What follows belongs to an exercise in optimizing a design on an open flow for small area; a production flow would make more cautious choices. Only simulation tests tie the RTL to the original design; equivalence was not proved.

==> flow/design.v <==
package svpwm_pkg;
    typedef logic signed [16-1:0] sample_t;
    typedef logic [16-1:0] duty_t;
endpackage
`timescale 1ns/1ps
module space_vector_modulator
(
    input  logic        clk,
    input  logic        reset,
    input  svpwm_pkg::sample_t alpha,
    input  svpwm_pkg::sample_t beta,
    input  logic        in_valid,
    output logic        in_ready,
    output logic [11:0] duty_u,
    output logic [11:0] duty_v,
    output logic [11:0] duty_w,
    output logic        duty_valid,
    output logic        duty_write
);
    localparam logic [15:0] PERIOD = 16'(3000);
    logic [2:0] st;
    logic [15:0] a_r, b_r;
    logic        f_m, f_small, f_same, f_p;
    logic        c_d, c_t;
    assign c_d = !f_small && f_p;
    assign c_t = f_small && !f_same && !f_p;
    function automatic logic [15:0] radd(input logic [15:0] a, input logic [15:0] b, input logic cin);
        logic c;
        c = cin;
        for (int i = 0; i < 16; i++) begin
            radd[i] = a[i] ^ b[i] ^ c;
            c = (a[i] & b[i]) | (c & (a[i] ^ b[i]));
        end
    endfunction
    function automatic logic [15:0] sra1(input logic [15:0] x);
        sra1 = {x[15], x[15:1]};
    endfunction
    function automatic logic [11:0] clamp_duty(input svpwm_pkg::sample_t x);
        if (x < svpwm_pkg::sample_t'(20)) begin
            clamp_duty = 12'(20);
        end else if (x > svpwm_pkg::sample_t'(2980)) begin
            clamp_duty = 12'(2980);
        end else begin
            clamp_duty = x[11:0];
        end
    endfunction
    assign in_ready   = (st == 3'd0);
    assign duty_write = (st == 3'd6);
    logic m, sa;
    assign m  = f_m;
    assign sa = a_r[15];
    logic [24:0] a9, a137;
    logic [15:0] a_scaled;
    always_comb begin
        logic c;
        logic [24:0] x, y;
        x = {{9{a_r[15]}}, a_r};
        y = {{6{a_r[15]}}, a_r, 3'b0};
        c = 1'b0;
        for (int i = 0; i < 25; i++) begin
            a9[i] = x[i] ^ y[i] ^ c;
            c = (x[i] & y[i]) | (c & (x[i] ^ y[i]));
        end
        y = {{2{a_r[15]}}, a_r, 7'b0};
        c = 1'b0;
        for (int i = 0; i < 25; i++) begin
            a137[i] = a9[i] ^ y[i] ^ c;
            c = (a9[i] & y[i]) | (c & (a9[i] ^ y[i]));
        end
    end
    assign a_scaled = radd({a_r[14:0], 1'b0}, ~a137[24:9], a_r[8:0] == 9'd0);
    logic [15:0] abs_b, pp, qq, vv, other, hh, s_half, t_raw;
    logic        a_min, b_min, is_small, same;
    assign abs_b    = b_r;
    assign pp       = radd(abs_b, a_r, 1'b0);
    assign qq       = radd(abs_b, ~a_r, 1'b1);
    assign a_min    = (a_r == 16'h8000);
    assign b_min    = m && abs_b[15];
    assign is_small = !a_min && (b_min || (sa ? pp[15] : qq[15]));
    assign same     = (sa == m);
    assign vv       = sa ? pp : qq;
    assign other    = sa ? qq : pp;
    assign hh       = {(pp[15] & qq[15]) | (pp[15] & abs_b[14]) | (qq[15] & abs_b[14]), abs_b[14:0]};
    assign s_half   = is_small ? {1'b0, other[15:1]} : hh;
    always_comb begin
        if (is_small) begin
            t_raw = same ? abs_b : ~sra1(vv);
        end else begin
            t_raw = m ? sra1(qq) : sra1(pp);
        end
    end
    logic [15:0] ww, xo, yo, ysum;
    logic [11:0] cz, cx, cy;
    logic [1:0] sec;
    assign sec  = f_small ? (f_same ? 2'd1 : 2'd2) : 2'd0;
    logic [15:0] rr;
    logic        d0;
    assign d0   = c_d ^ a_r[0];
    assign rr   = radd(a_r ^ {16{!m}}, {PERIOD[15:2], m ? {1'b0, !c_d} : {c_d, !c_d}}, 1'b0);
    assign ww   = {m ? (rr > 16'd38769) : rr[15], rr[15:1]};
    assign xo   = radd(~ww, {PERIOD[15:2], m ? {d0, !d0} : {1'b0, !d0}}, 1'b0);
    assign ysum = radd(ww, b_r, c_t ^ m);
    assign yo   = ysum;
    assign cz   = clamp_duty(ww);
    assign cx   = clamp_duty(xo);
    assign cy   = clamp_duty(yo);
    always_ff @(posedge clk) begin
        if (in_ready) begin
            a_r <= alpha;
            b_r <= radd(beta ^ {16{beta[15]}}, 16'd0, beta[15]);
            f_m <= beta[15];
        end else if (st == 3'd1) begin
            a_r <= a_scaled;
        end else if (st == 3'd2) begin
            a_r     <= s_half;
            b_r     <= t_raw ^ {b_min && (a_r == 16'd0), 15'd0} ^ {16{m}};
            f_small <= is_small;
            f_same  <= same;
            f_p     <= pp[0];
        end
        if (duty_write) begin
            case (sec)
                2'd0:    begin duty_u <= cy; duty_v <= cx; duty_w <= cz; end
                2'd1:    begin duty_u <= cx; duty_v <= cy; duty_w <= cz; end
                default: begin duty_u <= cz; duty_v <= cx; duty_w <= cy; end
            endcase
        end
    end
    always_ff @(posedge clk or posedge reset) begin
        if (reset) begin
            st         <= 3'd7;
            duty_valid <= 1'b0;
        end else begin
            duty_valid <= duty_write;
            if (st == 3'd0) begin
                st <= in_valid ? 3'd1 : 3'd0;
            end else if (st == 3'd6 || st == 3'd7) begin
                st <= 3'd0;
            end else begin
                st <= st + 3'd1;
            end
        end
    end
endmodule
`timescale 1ns/1ps
module pwm_carrier
(
    input  logic        clk,
    input  logic        reset,
    output logic [11:0] carrier_count,
    output logic        period_start,
    output logic        period_next
);
    logic count_up;
    logic [11:0] count_next;
    always_comb begin
        logic t;
        t = 1'b1;
        for (int i = 0; i < 12; i++) begin
            count_next[i] = carrier_count[i] ^ t;
            t = t && (carrier_count[i] == count_up);
        end
    end
    always_ff @(posedge clk or posedge reset) begin
        if (reset) begin
            carrier_count <= '0;
            count_up      <= 1'b1;
        end else if (count_up) begin
            carrier_count <= count_next;
            if (carrier_count == 12'(3000 - 1)) begin
                count_up <= 1'b0;
            end
        end else begin
            carrier_count <= count_next;
            if (carrier_count == 12'd1) begin
                count_up <= 1'b1;
            end
        end
    end
    assign period_start = (carrier_count == '0);
    assign period_next  = !count_up && (carrier_count == 12'd1);
endmodule
`timescale 1ns/1ps
module pwm_phase_leg
(
    input  logic        clk,
    input  logic        reset,
    input  logic [11:0] duty,
    input  logic        duty_load,
    input  logic        active_valid,
    input  logic [11:0] carrier_count,
    output logic        gate_hi,
    output logic        gate_lo
);
    logic [11:0] active_duty;
    logic        raw;
    logic        raw_q;
    logic [3:0]  dead_cnt;
    always_ff @(posedge clk) begin
        if (duty_load) begin
            active_duty <= duty;
        end
    end
    logic below;
    always_comb begin
        below = 1'b0;
        for (int i = 0; i < 12; i++) begin
            below = active_duty[i] ? (!carrier_count[i] || below) : (!carrier_count[i] && below);
        end
    end
    assign raw = active_valid && below;
    always_ff @(posedge clk or posedge reset) begin
        if (reset) begin
            raw_q    <= 1'b0;
            dead_cnt <= 4'(10);
        end else begin
            raw_q <= raw;
            if (raw != raw_q) begin
                dead_cnt <= 4'(10);
            end else if (dead_cnt != '0) begin
                dead_cnt <= dead_cnt - 1'b1;
            end
        end
    end
    assign gate_hi = (dead_cnt == '0) && raw_q;
    assign gate_lo = (dead_cnt == '0) && !raw_q;
endmodule
`timescale 1ns/1ps
module svpwm_top
(
    input  logic       clk,
    input  logic       reset,
    input  svpwm_pkg::sample_t    alpha,
    input  svpwm_pkg::sample_t    beta,
    input  logic       in_valid,
    output logic       in_ready,
    output svpwm_pkg::duty_t      duty_u,
    output svpwm_pkg::duty_t      duty_v,
    output svpwm_pkg::duty_t      duty_w,
    output logic       duty_valid,
    output logic [2:0] gate_hi,
    output logic [2:0] gate_lo
);
    logic [11:0] carrier_count;
    logic        period_start;
    logic        period_next;
    logic [11:0] du, dv, dw;
    logic        duty_write;
    logic        pending_valid;
    logic        active_valid;
    logic        active_load;
    space_vector_modulator u_modulator (
        .clk        (clk),
        .reset      (reset),
        .alpha      (alpha),
        .beta       (beta),
        .in_valid   (in_valid),
        .in_ready   (in_ready),
        .duty_u     (du),
        .duty_v     (dv),
        .duty_w     (dw),
        .duty_valid (duty_valid),
        .duty_write (duty_write)
    );
    assign duty_u = {4'b0, du};
    assign duty_v = {4'b0, dv};
    assign duty_w = {4'b0, dw};
    pwm_carrier u_carrier (
        .clk           (clk),
        .reset         (reset),
        .carrier_count (carrier_count),
        .period_start  (period_start),
        .period_next   (period_next)
    );
    always_ff @(posedge clk or posedge reset) begin
        if (reset) begin
            pending_valid <= 1'b0;
            active_valid  <= 1'b0;
        end else begin
            if (duty_valid) begin
                pending_valid <= 1'b1;
            end
            if (period_start) begin
                active_valid <= pending_valid;
            end
        end
    end
    assign active_load = period_next;
    pwm_phase_leg u_leg_u (
        .clk           (clk),
        .reset         (reset),
        .duty          (du),
        .duty_load     (active_load),
        .active_valid  (active_valid),
        .carrier_count (carrier_count),
        .gate_hi       (gate_hi[0]),
        .gate_lo       (gate_lo[0])
    );
    pwm_phase_leg u_leg_v (
        .clk           (clk),
        .reset         (reset),
        .duty          (dv),
        .duty_load     (active_load),
        .active_valid  (active_valid),
        .carrier_count (carrier_count),
        .gate_hi       (gate_hi[1]),
        .gate_lo       (gate_lo[1])
    );
    pwm_phase_leg u_leg_w (
        .clk           (clk),
        .reset         (reset),
        .duty          (dw),
        .duty_load     (active_load),
        .active_valid  (active_valid),
        .carrier_count (carrier_count),
        .gate_hi       (gate_hi[2]),
        .gate_lo       (gate_lo[2])
    );
endmodule
clock: 10.0 ns
lec_check: 0
abc_area: 1
cap_margin: 0
core_margin: 2
core_utilization: 60
slew_margin: 0
standard.sh (not shown) runs the stock make flow with config.mk's settings and CLKGATE_MAP_FILE= SYNTH_SCRIPT=/design/flow/synth_recipe.tcl, a recipe that flattens the netlist after the stock synthesis.
==> flow/flow/run.sh <==
#!/bin/bash
# Standard ORFS layout with two changes: an area-oriented ABC mapping script
# (flow/abc_area.script, used through ABC_AREA=1) and single-drive port buffers.
set -euo pipefail
here=$(pwd)
rm -rf "$here/scripts"
cp -r "$FLOW_HOME/scripts" "$here/scripts"
cp "$here/flow/abc_area.script" "$here/scripts/abc_area.script"
bash standard.sh "SCRIPTS_DIR=$here/scripts" \
    "BUFFER_PORTS_ARGS=-buffer_cell sky130_fd_sc_hd__buf_1" \
    "CTS_ARGS=-sink_clustering_enable -repair_clock_nets -sink_clustering_size 24 -sink_clustering_max_diameter 120 -dont_use_dummy_load -buf_list sky130_fd_sc_hd__clkbuf_8" \
    finish > "$here/flow_make.log" 2>&1
==> flow/flow/abc_area.script <==
&get -n
&st
&deepsyn -I 8 -J 50 -T 240
&put
strash
dch -f
amap -F 3 -A 10
topo
stime -c
The baseline finished with timing, DRC and antenna clean.
==> next run, changes <==
--- a/flow/design.v
+++ b/flow/design.v
@@ -20,10 +20,7 @@
     localparam logic [15:0] PERIOD = 16'(3000);
     logic [2:0] st;
     logic [15:0] a_r, b_r;
-    logic        f_m, f_small, f_same, f_p;
-    logic        c_d, c_t;
-    assign c_d = !f_small && f_p;
-    assign c_t = f_small && !f_same && !f_p;
+    logic        f_m, f_small, f_same, f_p, f_c;
     function automatic logic [15:0] radd(input logic [15:0] a, input logic [15:0] b, input logic cin);
         logic c;
         c = cin;
@@ -95,11 +92,11 @@
     assign sec  = f_small ? (f_same ? 2'd1 : 2'd2) : 2'd0;
     logic [15:0] rr;
     logic        d0;
-    assign d0   = c_d ^ a_r[0];
-    assign rr   = radd(a_r ^ {16{!m}}, {PERIOD[15:2], m ? {1'b0, !c_d} : {c_d, !c_d}}, 1'b0);
+    assign d0   = f_p ^ a_r[0];
+    assign rr   = radd(a_r ^ {16{!m}}, {PERIOD[15:2], m ? {1'b0, !f_p} : {f_p, !f_p}}, 1'b0);
     assign ww   = {m ? (rr > 16'd38769) : rr[15], rr[15:1]};
     assign xo   = radd(~ww, {PERIOD[15:2], m ? {d0, !d0} : {1'b0, !d0}}, 1'b0);
-    assign ysum = radd(ww, b_r, c_t ^ m);
+    assign ysum = radd(ww, b_r, f_c ^ m);
     assign yo   = ysum;
     assign cz   = clamp_duty(ww);
     assign cx   = clamp_duty(xo);
@@ -116,7 +113,8 @@
             b_r     <= t_raw ^ {b_min && (a_r == 16'd0), 15'd0} ^ {16{m}};
             f_small <= is_small;
             f_same  <= same;
-            f_p     <= pp[0];
+            f_p     <= !is_small && pp[0];
+            f_c     <= is_small && !same && !vv[0];
         end
         if (duty_write) begin
             case (sec)
The changed run ran to the end with no violations.
Final cell count fell by 1.1%.
Register-to-register slack gets worse by 40 ps.
Final area stays flat.
Die area stays flat.
Global-route usage rose by 2.0 points.
Count of clock-buffer cells in the layout stays the same.
Routed wire length rose by 9.1%.
Worst hold slack gets worse by 10 ps.
Clock skew rose by 18 ps.
Synthesized area barely changes.
Worst setup slack gets worse by 43 ps.

-- static timing again, ports no longer ideal --
In the flow no input, the clock included, has a driving cell. The finished layouts below were timed again as built, in two steps. Step 1, drivers: a clkbuf_16 drives clk and a buf_2 each remaining input, both assumed. Step 2, shift: input delay + t, output delay - t, t = (earliest + latest rising clock arrival at the registers) / 2. This alone moves slack from input paths to output paths. Three values: no drivers, after step 1, after step 2; two values: the first two.
run | t (ns) | setup slack, ns | clock arrival spread, ns
the first run | 0.483 | 0.490 / 0.490 / 0.490 | 0.020 / 0.020
the second run | 0.483 | 0.447 / 0.447 / 0.447 | 0.038 / 0.038
After both steps every run listed still meets setup and hold.
